This design comes from an exercise in tuning for small area, a short achievable clock period and few clock cycles per item on the open sky130 flow, not from production work.
The RTL was checked by simulation tests, not by an equivalence proof against the original design.
No activity file was given, so power comes from the tool's default toggle rates.

===== flow/run.sh =====
#!/bin/bash
# synth_recipe.tcl (not shown) runs the flow's synth.tcl, then flattens the netlist and writes it again
# the make line also repeats each setting of config.mk as NAME=value (left out here)
make -C /OpenROAD-flow-scripts/flow DESIGN_CONFIG=/design/flow/config.mk WORK_HOME=/design/flow/orfs CLKGATE_MAP_FILE= SYNTH_SCRIPT=/design/flow/synth_recipe.tcl finish

===== flow/config.mk =====
export PLATFORM = sky130hd
export DESIGN_NAME = rv_core
export DESIGN_NICKNAME = rv_core
export VERILOG_FILES = /design/flow/design.v
export SDC_FILE = /design/flow/constraint.sdc
export NUM_CORES = 4
export LEC_CHECK = 0
export CAP_MARGIN = 20
export CORE_MARGIN = 2
export CORE_UTILIZATION = 40
export SETUP_SLACK_MARGIN = 1.0
export SLEW_MARGIN = 20

===== flow/constraint.sdc =====
create_clock -name core_clock -period 16.0 [get_ports {clk}]
set_input_delay 3.2000 -clock core_clock [delete_from_list [all_inputs] [get_ports {clk}]]
set_output_delay 3.2000 -clock core_clock [all_outputs]
set_load 0.01 [all_outputs]

===== flow/design.v =====
`default_nettype none
package rv_pkg;
    typedef logic [31:0] xlen_t;
    typedef logic [4:0]  reg_idx_t;
    typedef logic [31:0] instr_t;
    localparam logic [6:0] OPC_OP     = 7'b0110011;
    localparam logic [6:0] OPC_OP_IMM = 7'b0010011;
    localparam logic [6:0] OPC_LUI    = 7'b0110111;
    localparam logic [1:0] MD_IDLE = 2'd0;
    localparam logic [1:0] MD_MUL  = 2'd1;
    localparam logic [1:0] MD_DPRE = 2'd2;
    localparam logic [1:0] MD_DIV  = 2'd3;
endpackage
`default_nettype wire
`timescale 1ns/1ps
`default_nettype none
module rv_result (
    input  logic             clk,
    input  logic             rst_n,
    input  rv_pkg::reg_idx_t rs1_idx,
    input  rv_pkg::reg_idx_t rs2_idx,
    output rv_pkg::xlen_t    rs1_val,
    output rv_pkg::xlen_t    rs2_val,
    output logic             rs1_nz,
    output logic             rs2_nz,
    input  logic             wr_en,
    input  rv_pkg::reg_idx_t wr_rd,
    input  rv_pkg::xlen_t    wr_data
);
    rv_pkg::xlen_t regs [32];
    logic [31:0]   nz;
    always_ff @(posedge clk) begin
        if (wr_en && wr_rd != '0) begin
            regs[wr_rd] <= wr_data;
        end
    end
    always_ff @(posedge clk) begin
        if (!rst_n) begin
            nz <= '0;
        end else if (wr_en && wr_rd != '0) begin
            nz[wr_rd] <= |wr_data;
        end
    end
    assign rs1_nz  = (rs1_idx != '0) && nz[rs1_idx];
    assign rs2_nz  = (rs2_idx != '0) && nz[rs2_idx];
    assign rs1_val = rs1_nz ? regs[rs1_idx] : '0;
    assign rs2_val = rs2_nz ? regs[rs2_idx] : '0;
endmodule
`default_nettype wire
`timescale 1ns/1ps
`default_nettype none
module rv_core #(
    parameter int NUM_REGS = 32
) (
    input  logic             clk,
    input  logic             rst_n,
    input  logic             instr_valid,
    input  rv_pkg::instr_t   instr,
    output logic             busy,
    output logic             wb_valid,
    output logic             illegal,
    output rv_pkg::reg_idx_t wb_rd,
    output rv_pkg::xlen_t    wb_data
);
    logic          ex_valid;      
    logic          ex_ill;        
    logic [4:0]    ex_rd;
    rv_pkg::xlen_t op_a;
    rv_pkg::xlen_t op_b;          
    logic          op_cin;        
    logic          s_add, s_sll, s_slt, s_xor, s_sr, s_or, s_and;
    logic          slt_u;         
    logic          sr_arith;      
    logic [1:0]    md_state;
    logic [2:0]    md_f3;
    logic [63:0]   acc;
    logic [5:0]    md_cnt;
    logic          md_first;
    logic          md_neg;
    assign busy     = md_state != rv_pkg::MD_IDLE;
    assign wb_valid = ex_valid;
    assign illegal  = ex_ill;
    assign wb_rd    = ex_rd;
    rv_pkg::xlen_t rs1_val, rs2_val;
    logic          rs1_nz, rs2_nz;
    rv_pkg::xlen_t alu_y;
    rv_result rf_i (
        .clk     (clk),
        .rst_n   (rst_n),
        .rs1_idx (instr[19:15]),
        .rs2_idx (instr[24:20]),
        .rs1_val (rs1_val),
        .rs2_val (rs2_val),
        .rs1_nz  (rs1_nz),
        .rs2_nz  (rs2_nz),
        .wr_en   (ex_valid),
        .wr_rd   (ex_rd),
        .wr_data (alu_y)
    );
    logic [6:0] opcode, funct7;
    logic [2:0] funct3;
    logic       is_lui, is_opimm, is_op, is_md, legal;
    logic       accept;
    assign opcode   = instr[6:0];
    assign funct7   = instr[31:25];
    assign funct3   = instr[14:12];
    assign is_lui   = opcode == rv_pkg::OPC_LUI;
    assign is_opimm = opcode == rv_pkg::OPC_OP_IMM;
    assign is_op    = opcode == rv_pkg::OPC_OP;
    assign is_md    = is_op && funct7 == 7'b0000001;
    always_comb begin
        legal = 1'b0;
        if (is_lui) begin
            legal = 1'b1;
        end else if (is_opimm) begin
            if (funct3 == 3'b001)      legal = funct7 == 7'b0;
            else if (funct3 == 3'b101) legal = funct7 == 7'b0 || funct7 == 7'b0100000;
            else                       legal = 1'b1;
        end else if (is_op) begin
            legal = funct7 == 7'b0 || funct7 == 7'b0000001 ||
                    (funct7 == 7'b0100000 && (funct3 == 3'b000 || funct3 == 3'b101));
        end
    end
    assign accept = rst_n && instr_valid && !busy;
    logic is_mul, is_div, start_mul, start_div;
    assign is_mul    = is_md && !funct3[2];
    assign is_div    = is_md && funct3[2];
    assign start_mul = is_mul && rs1_nz && rs2_nz;
    assign start_div = is_div && rs1_nz && rs2_nz;
    logic [2:0]    i_f3;
    logic          i_alt;
    logic          i_use_imm;
    rv_pkg::xlen_t i_imm;
    always_comb begin
        i_f3      = funct3;
        i_alt     = instr[30] && (is_op || funct3 == 3'b101);
        i_use_imm = is_opimm || is_lui;
        i_imm     = is_lui ? {instr[31:12], 12'h000} : {{20{instr[31]}}, instr[31:20]};
        if (is_lui) begin
            i_f3 = 3'b000;
            i_alt = 1'b0;
        end
        if (is_md) begin
            i_alt = 1'b0;
            if (is_div && !rs2_nz && !funct3[1]) begin
                i_f3      = 3'b110;
                i_use_imm = 1'b1;
                i_imm     = '1;
            end else if (is_div && !rs2_nz) begin
                i_f3 = 3'b110;
            end else begin
                i_f3 = 3'b111;
            end
        end
    end
    function automatic rv_pkg::xlen_t bitrev(input rv_pkg::xlen_t x);
        for (int i = 0; i < 32; i++) begin
            bitrev[i] = x[31 - i];
        end
    endfunction
    logic          i_inv;
    rv_pkg::xlen_t i_a, i_b;
    assign i_inv = (i_f3 == 3'b000 && i_alt) || i_f3 == 3'b010 || i_f3 == 3'b011;
    assign i_a   = is_lui ? '0 : (i_f3 == 3'b001 ? bitrev(rs1_val) : rs1_val);
    assign i_b   = (i_use_imm ? i_imm : rs2_val) ^ {32{i_inv}};
    logic [32:0]   sum;
    logic          lt;
    rv_pkg::xlen_t shr;
    assign sum = {1'b0, op_a} + {1'b0, op_b} + {32'b0, op_cin};
    assign lt  = slt_u ? !sum[32] : ((op_a[31] == op_b[31]) ? op_a[31] : !sum[32]);
    assign shr = rv_pkg::xlen_t'($signed({sr_arith & op_a[31], op_a}) >>> op_b[4:0]);
    assign alu_y = ({32{s_add}} & sum[31:0])
                 | ({32{s_sll}} & bitrev(shr))
                 | ({32{s_slt}} & {31'b0, lt})
                 | ({32{s_xor}} & (op_a ^ op_b))
                 | ({32{s_sr }} & shr)
                 | ({32{s_or }} & (op_a | op_b))
                 | ({32{s_and}} & (op_a & op_b));
    assign wb_data = alu_y;
    logic [32:0] m_a, m_b;
    logic [3:0]  m_fit;       
    logic [1:0]  m_top;
    logic [1:0]  m_idx;
    logic [8:0]  m_chunk;
    logic [41:0] m_prod;
    logic [63:0] m_acc;
    assign m_a = {md_f3 != 3'b011 && op_a[31], op_a};
    assign m_b = {(md_f3 == 3'b000 || md_f3 == 3'b001) && op_b[31], op_b};
    assign m_fit[0] = (m_b[32:8]  == '0) || (m_b[32:8]  == '1);
    assign m_fit[1] = (m_b[32:16] == '0) || (m_b[32:16] == '1);
    assign m_fit[2] = (m_b[32:24] == '0) || (m_b[32:24] == '1);
    assign m_fit[3] = 1'b1;
    assign m_top = m_fit[0] ? 2'd0 : m_fit[1] ? 2'd1 : m_fit[2] ? 2'd2 : 2'd3;
    assign m_idx = md_first ? m_top : md_cnt[1:0];
    always_comb begin
        case (m_idx)
            2'd0:    m_chunk = {1'b0, m_b[7:0]};
            2'd1:    m_chunk = {1'b0, m_b[15:8]};
            2'd2:    m_chunk = {1'b0, m_b[23:16]};
            default: m_chunk = {1'b0, m_b[31:24]};
        endcase
        if (md_first) m_chunk[8] = m_b[32];
    end
    assign m_prod = 42'($signed(m_a) * $signed(m_chunk));
    assign m_acc  = (md_first ? 64'b0 : {acc[55:0], 8'b0}) + {{22{m_prod[41]}}, m_prod};
    logic          d_sgn, d_an, d_bn;
    rv_pkg::xlen_t d_amag, d_bmag;
    logic [5:0]    d_la, d_lb;
    logic signed [7:0] d_steps;
    logic [5:0]    d_n;           
    logic [63:0]   d_init;
    function automatic logic [5:0] bitlen(input rv_pkg::xlen_t x);
        bitlen = 6'd0;
        for (int i = 0; i < 32; i++) begin
            if (x[i]) bitlen = 6'(i + 1);
        end
    endfunction
    assign d_sgn   = !md_f3[0];
    assign d_an    = d_sgn && op_a[31];
    assign d_bn    = d_sgn && op_b[31];
    assign d_amag  = d_an ? -op_a : op_a;
    assign d_bmag  = d_bn ? -op_b : op_b;
    assign d_la    = bitlen(d_amag);
    assign d_lb    = bitlen(d_bmag);
    assign d_steps = 8'(d_la) - 8'(d_lb) + 8'sd1;
    assign d_n     = 6'(d_steps + 8'sd1) & 6'b111110;
    assign d_init  = {32'b0, d_amag} << (6'd32 - d_n);
    logic [32:0] d_t1, d_t2;
    logic [31:0] d_r1, d_r2;
    logic [31:0] d_q2;
    assign d_t1 = {acc[63:32], acc[31]} - {1'b0, op_b};
    assign d_r1 = d_t1[32] ? {acc[62:32], acc[31]} : d_t1[31:0];
    assign d_t2 = {d_r1, acc[30]} - {1'b0, op_b};
    assign d_r2 = d_t2[32] ? {d_r1[30:0], acc[30]} : d_t2[31:0];
    assign d_q2 = {acc[29:0], !d_t1[32], !d_t2[32]};
    logic          fin;
    rv_pkg::xlen_t fin_val;
    logic          fin_neg;
    always_comb begin
        fin     = 1'b0;
        fin_val = '0;
        fin_neg = 1'b0;
        case (md_state)
            rv_pkg::MD_MUL: begin
                fin     = md_first ? (m_top == 2'd0) : (md_cnt[1:0] == 2'd0);
                fin_val = (md_f3 == 3'b000) ? m_acc[31:0] : m_acc[63:32];
            end
            rv_pkg::MD_DPRE: begin
                fin     = d_steps <= 8'sd0;
                fin_val = md_f3[1] ? d_amag : '0;
                fin_neg = md_f3[1] ? d_an : 1'b0;
            end
            rv_pkg::MD_DIV: begin
                fin     = md_cnt == 6'd2;
                fin_val = md_f3[1] ? d_r2 : d_q2;
                fin_neg = md_neg;
            end
            default: ;
        endcase
    end
    always_ff @(posedge clk) begin
        if (!rst_n) begin
            ex_valid <= 1'b0;
            ex_ill   <= 1'b0;
            md_state <= rv_pkg::MD_IDLE;
        end else begin
            ex_valid <= (accept && legal && !start_mul && !start_div) || fin;
            ex_ill   <= accept && !legal;
            if (accept && legal && start_mul) begin
                md_state <= rv_pkg::MD_MUL;
            end else if (accept && legal && start_div) begin
                md_state <= rv_pkg::MD_DPRE;
            end else if (fin) begin
                md_state <= rv_pkg::MD_IDLE;
            end else if (md_state == rv_pkg::MD_DPRE) begin
                md_state <= rv_pkg::MD_DIV;
            end
        end
    end
    always_ff @(posedge clk) begin
        if (accept) begin
            ex_rd    <= instr[11:7];
            md_f3    <= funct3;
            md_first <= 1'b1;
            op_a     <= i_a;
            op_b     <= i_b;
            op_cin   <= i_inv;
            s_add    <= i_f3 == 3'b000;
            s_sll    <= i_f3 == 3'b001;
            s_slt    <= i_f3 == 3'b010 || i_f3 == 3'b011;
            s_xor    <= i_f3 == 3'b100;
            s_sr     <= i_f3 == 3'b101;
            s_or     <= i_f3 == 3'b110;
            s_and    <= i_f3 == 3'b111;
            slt_u    <= i_f3[0];
            sr_arith <= i_alt;
        end else if (fin) begin
            op_a     <= '0;
            op_b     <= fin_val ^ {32{fin_neg}};
            op_cin   <= fin_neg;
            s_add    <= 1'b1;
            s_sll    <= 1'b0;
            s_slt    <= 1'b0;
            s_xor    <= 1'b0;
            s_sr     <= 1'b0;
            s_or     <= 1'b0;
            s_and    <= 1'b0;
        end else begin
            case (md_state)
                rv_pkg::MD_MUL: begin
                    md_first <= 1'b0;
                    md_cnt   <= {4'b0, m_idx - 2'd1};
                    acc      <= m_acc;
                end
                rv_pkg::MD_DPRE: begin
                    md_cnt <= d_n;
                    md_neg <= md_f3[1] ? d_an : (d_an ^ d_bn);
                    acc    <= d_init;
                    op_b   <= d_bmag;
                end
                rv_pkg::MD_DIV: begin
                    md_cnt <= md_cnt - 6'd2;
                    acc    <= {d_r2, d_q2};
                end
                default: ;
            endcase
        end
    end
endmodule
`default_nettype wire

==> metrics.md <==
| Metric | Value |
|---|---|
| Pwr dens | `129 mW/mm2` |
| Die ar. | `0.216 mm2` |
| Slew @ Worst Pin | `1.34 ns` |
| Reg2Reg Depth | `43` |
| P_leak | `33.0 nW` |
| Cell area after layout | `0.0938 mm2` |
| Drt first-iter violations | `8463` |
| Synthesized instance count | `6767` |
| # DRC | `0` |
| Core area | `0.211 mm2` |
| MaxCap Viol Count | `0` |
| Final HPWL DP | `224000 um` |
| Sequential area share after synthesis | `42.5%` |
| Synthesis-stage register bit count | `1213` |
| Port bufs | `74` |
| Final setup fails | `0` |
| Number of global-route vias before repair | `61700` |
| Worst EP arrival | `15.00 ns` |
| Max VDD drop | `0.000125 V` |
| Slew Viols, Final | `0` |
| Die X | `465 um` |
| Area of the multi-input gates | `0.0463 mm2` |
| Hold Crit Class | `reg -> reg` |
| Required time of the worst setup path | `16.48 ns` |
| Root buf cell | `clkbuf_16` |
| Placement-stage cell area | `0.0894 mm2` |
| Worst relative slew slack | `9.80%` |
| Routed wire length | `328000 um` |
| 1st-pass router iterations | `9` |
| Final hold violation count | `0` |
| Synth unique cells | `95` |
| Reg area | `0.0361 mm2` |
| CP max stage delay | `1.10 ns` |
| Setup Fix Bufs, Post-CTS | `0` |
| Critical path class | `reg -> reg` |
| Initial core utilization | `40.1%` |
| Vias per cell | `6.57` |
| Share of cells above drive strength 1 | `18.9%` |
| Post-synth EDFFs | `1177` |
| Resized cells post-CTS | `0` |
| Max Clock Freq | `0.0689 GHz` |
| Synth Net Count | `7336` |
| CP Max Fanout | `25` |
| I/O pin count | `75` |
| GPL Wtd Cong | `1.04` |
| Nature of the critical path endpoint | `register` |
| Worst skew pair latency | `0.84 ns` |
| Vias | `63500` |
| Period utilization | `90.7%` |
| GR Overflow Total | `0` |
| Initial antenna violation count | `9` |
| Final ANT Viol Nets | `0` |
| CP dominant cell by count | `inv_1` |
| H-Tree Depth | `4` |
| Global-route wire length before repair | `463000 um` |
| Clock skew | `0.0627 ns` |
| YS warnings | `2` |
| Die height | `465 um` |
| CP max-delay cell | `a211oi_1` |
| Setup TNS | `0 ns` |
| CTS tree | `done` |
| CP startpoint kind | `register` |
| Avg WL per Cell | `33.9 um` |
| Synth Flop Type | `edfxtp_1` |
| Area delta synth->final | `10.6%` |
| Std cell rows | `169` |
| Clock sink count | `1213` |
| Total Power | `12.1 mW` |
| Fin nets | `7302` |
| Cell area after synthesis | `0.0849 mm2` |
| Clock buffer depth | `3` |
| RSZ-0062 raised after global routing | `false` |
| Post-synth ARST share | `0%` |
| Avg Cell Area, Syn | `12.5 um2` |
| Outcome | `no timing/DRC/antenna violations` |
| Reg clk slew, reported paths | `0.06 ns` |
| Fillers | `19200` |
| GRT Resource Usage Total | `29.8%` |
| Num CTS Buffers | `136` |
| Largest net degree at the start of global routing | `86` |
| Hold_buf cts | `0` |
| Fin crit period | `14.51 ns` |
| Hold path cells | `2` |
where the power goes:
group | total, mW | internal, mW | switching (mW)
combinational | 5.32 | 1.70 | 3.62
sequential | 3.64 | 3.62 | 0.0233
clock | 3.12 | 1.76 | 1.36
synth_stat cells (89+ instances only):
| master | number | share of area [%] |
|---|---|---|
| edfxtp_1 | 1177 | 42 |
| mux4_2 | 683 | 18 |
| nor2_1 | 552 | 2.4 |
| nand2_1 | 490 | 2.2 |
| clkbuf_1 | 343 | 1.5 |
| o21ai_0 | 330 | 1.9 |
| a21oi_1 | 316 | 1.9 |
| inv_1 | 291 | 1.3 |
| ha_1 | 290 | 4.3 |
| fa_1 | 244 | 5.8 |
| xnor2_1 | 197 | 2.0 |
| mux2i_1 | 154 | 1.8 |
| a21o_1 | 105 | 0.93 |
| nand3_1 | 96 | 0.57 |
| buf_1 | 94 | 0.42 |
| o211ai_1 | 94 | 0.83 |
| xor2_1 | 89 | 0.92 |
metrics by stage:
| stage | hold slack, ns | util [%] | setup WS, ns | cells |
|---|---|---|---|---|
| floorplan | 0.451 | - | 3.70 | 6767 |
| global placement | 0.483 | 42.3 | 2.03 | 9416 |
| detailed placement | 0.496 | 42.3 | 1.87 | 9416 |
| CTS | 0.504 | 44.4 | 1.81 | 9661 |
| global route | 0.536 | 44.4 | 1.00 | 9662 |
| finish | 0.509 | 44.4 | 1.49 | 9667 |
final cells by class:
| class | count | share of cell area (%) |
|---|---|---|
| clock buffer | 169 | 3.83 |
| timing repair buffer | 285 | 2.49 |
| multi-input combinational | 4788 | 49.4 |
| clock inverter | 76 | 0.871 |
| sequential | 1213 | 38.4 |
| antenna | 6 | 0.0160 |
| tap | 2821 | 3.76 |
| inverter | 309 | 1.24 |
routing by layer:
layer	part of all wire [%]	track usage, %	wire length (um)
met1	38	39.5	126000
met4	6.9	16.8	22600
met3	9.7	5.84	31800
met2	45	45.9	148000
met5	0.021	0	69
registers in the layout, summed over array words and instances, names as in the netlist, 2 cells and up:
| name | count |
|---|---|
| rf_i.regs | 1024 |
| acc | 64 |
| op_a | 32 |
| op_b | 32 |
| rf_i.nz | 31 |
| md_cnt | 6 |
| ex_rd | 5 |
| md_f3 | 3 |
| md_state | 2 |
worst paths after layout:
path | from | end | slack [ns]
max reg2reg | op_b[31]$_DFFE_PP_ | op_b[22]$_DFFE_PP_ | 1.49
min | rf_i.nz[1]$_SDFFE_PN0P_ | rf_i.nz[1]$_SDFFE_PN0P_ | 0.51
max | op_b[31]$_DFFE_PP_ | op_b[22]$_DFFE_PP_ | 1.49
min reg2reg | rf_i.nz[1]$_SDFFE_PN0P_ | rf_i.nz[1]$_SDFFE_PN0P_ | 0.51
worst max-delay path, delay by kind of cell, from the launching register on:
kind / cells / cell delay, ns
multiplexers: 1 / 0.21
AO/OA/AOI/OAI: 7 / 3.60
flip-flops: 1 / 0.44
buffers and inverters: 11 / 2.43
AND/OR/NAND/NOR: 14 / 3.46
adder cells (fa/ha/maj): 8 / 3.52
XOR/XNOR: 2 / 0.46
cells by family after synthesis:
group                    Yosys count  synth area share [%]
AND/OR/NAND/NOR                 1618                  8.73
multiplexers                     906                  21.0
adder cells (fa/ha/maj)          534                  10.0
XOR/XNOR                         289                  3.03
AO/OA/AOI/OAI                   1441                  11.2
flip-flops                      1213                  42.5
buffers and inverters            766                  3.48
layout by cell type (no fill, tap or decap), types with 50 or more instances in the layout:
master | netlist | final
clkdlybuf4s50_1 | 0 | 63
a31oi_1 | 50 | 50
nand2_1 | 490 | 489
xnor2_1 | 197 | 193
edfxtp_1 | 1177 | 1177
inv_1 | 291 | 290
ha_1 | 290 | 289
fa_1 | 244 | 244
o211ai_1 | 94 | 94
xor2_1 | 89 | 87
a21o_1 | 105 | 105
and2_1 | 50 | 50
nor2_1 | 552 | 515
a22oi_1 | 63 | 63
mux4_2 | 683 | 683
nor3_1 | 84 | 84
clkbuf_16 | 0 | 139
nand3_1 | 96 | 96
mux2i_1 | 154 | 148
mux2_2 | 56 | 56
buf_4 | 1 | 215
a21oi_1 | 316 | 316
nor2b_1 | 75 | 75
o21ai_0 | 330 | 327
Testbench counts, summed over its fixed seeds: cycles 34,853, instrs 24,000.

==> re-timing with driven ports <==
How much do the figures lean on ideal ports? The routed layout below was timed once more, with nothing changed but the port constraints. Step 1, drivers: a clkbuf_16 drives clk and a buf_2 each remaining input, both assumed. Step 2 adds t to the input delays and takes it off the output delays; t is the mean of the earliest and latest rising clock arrival at the registers after step 1. Input paths then give back, and output paths get back, about the clock's delay inside the block. a / b / c = ideal ports / drivers / drivers and shift; a / b = the first two.
shift t [ns]: 0.895
setup WS [ns]: 1.487 / 1.487 / 1.487
latest minus earliest clock arrival (ns): 0.064 / 0.064
worst slew at a driven data input, ns: 0.08
pins driven straight from the clock port: 1
After both steps this run still meets setup and hold. The setup slack of this run moves by 0.000 ns with the drivers and by 0.000 ns with both steps.
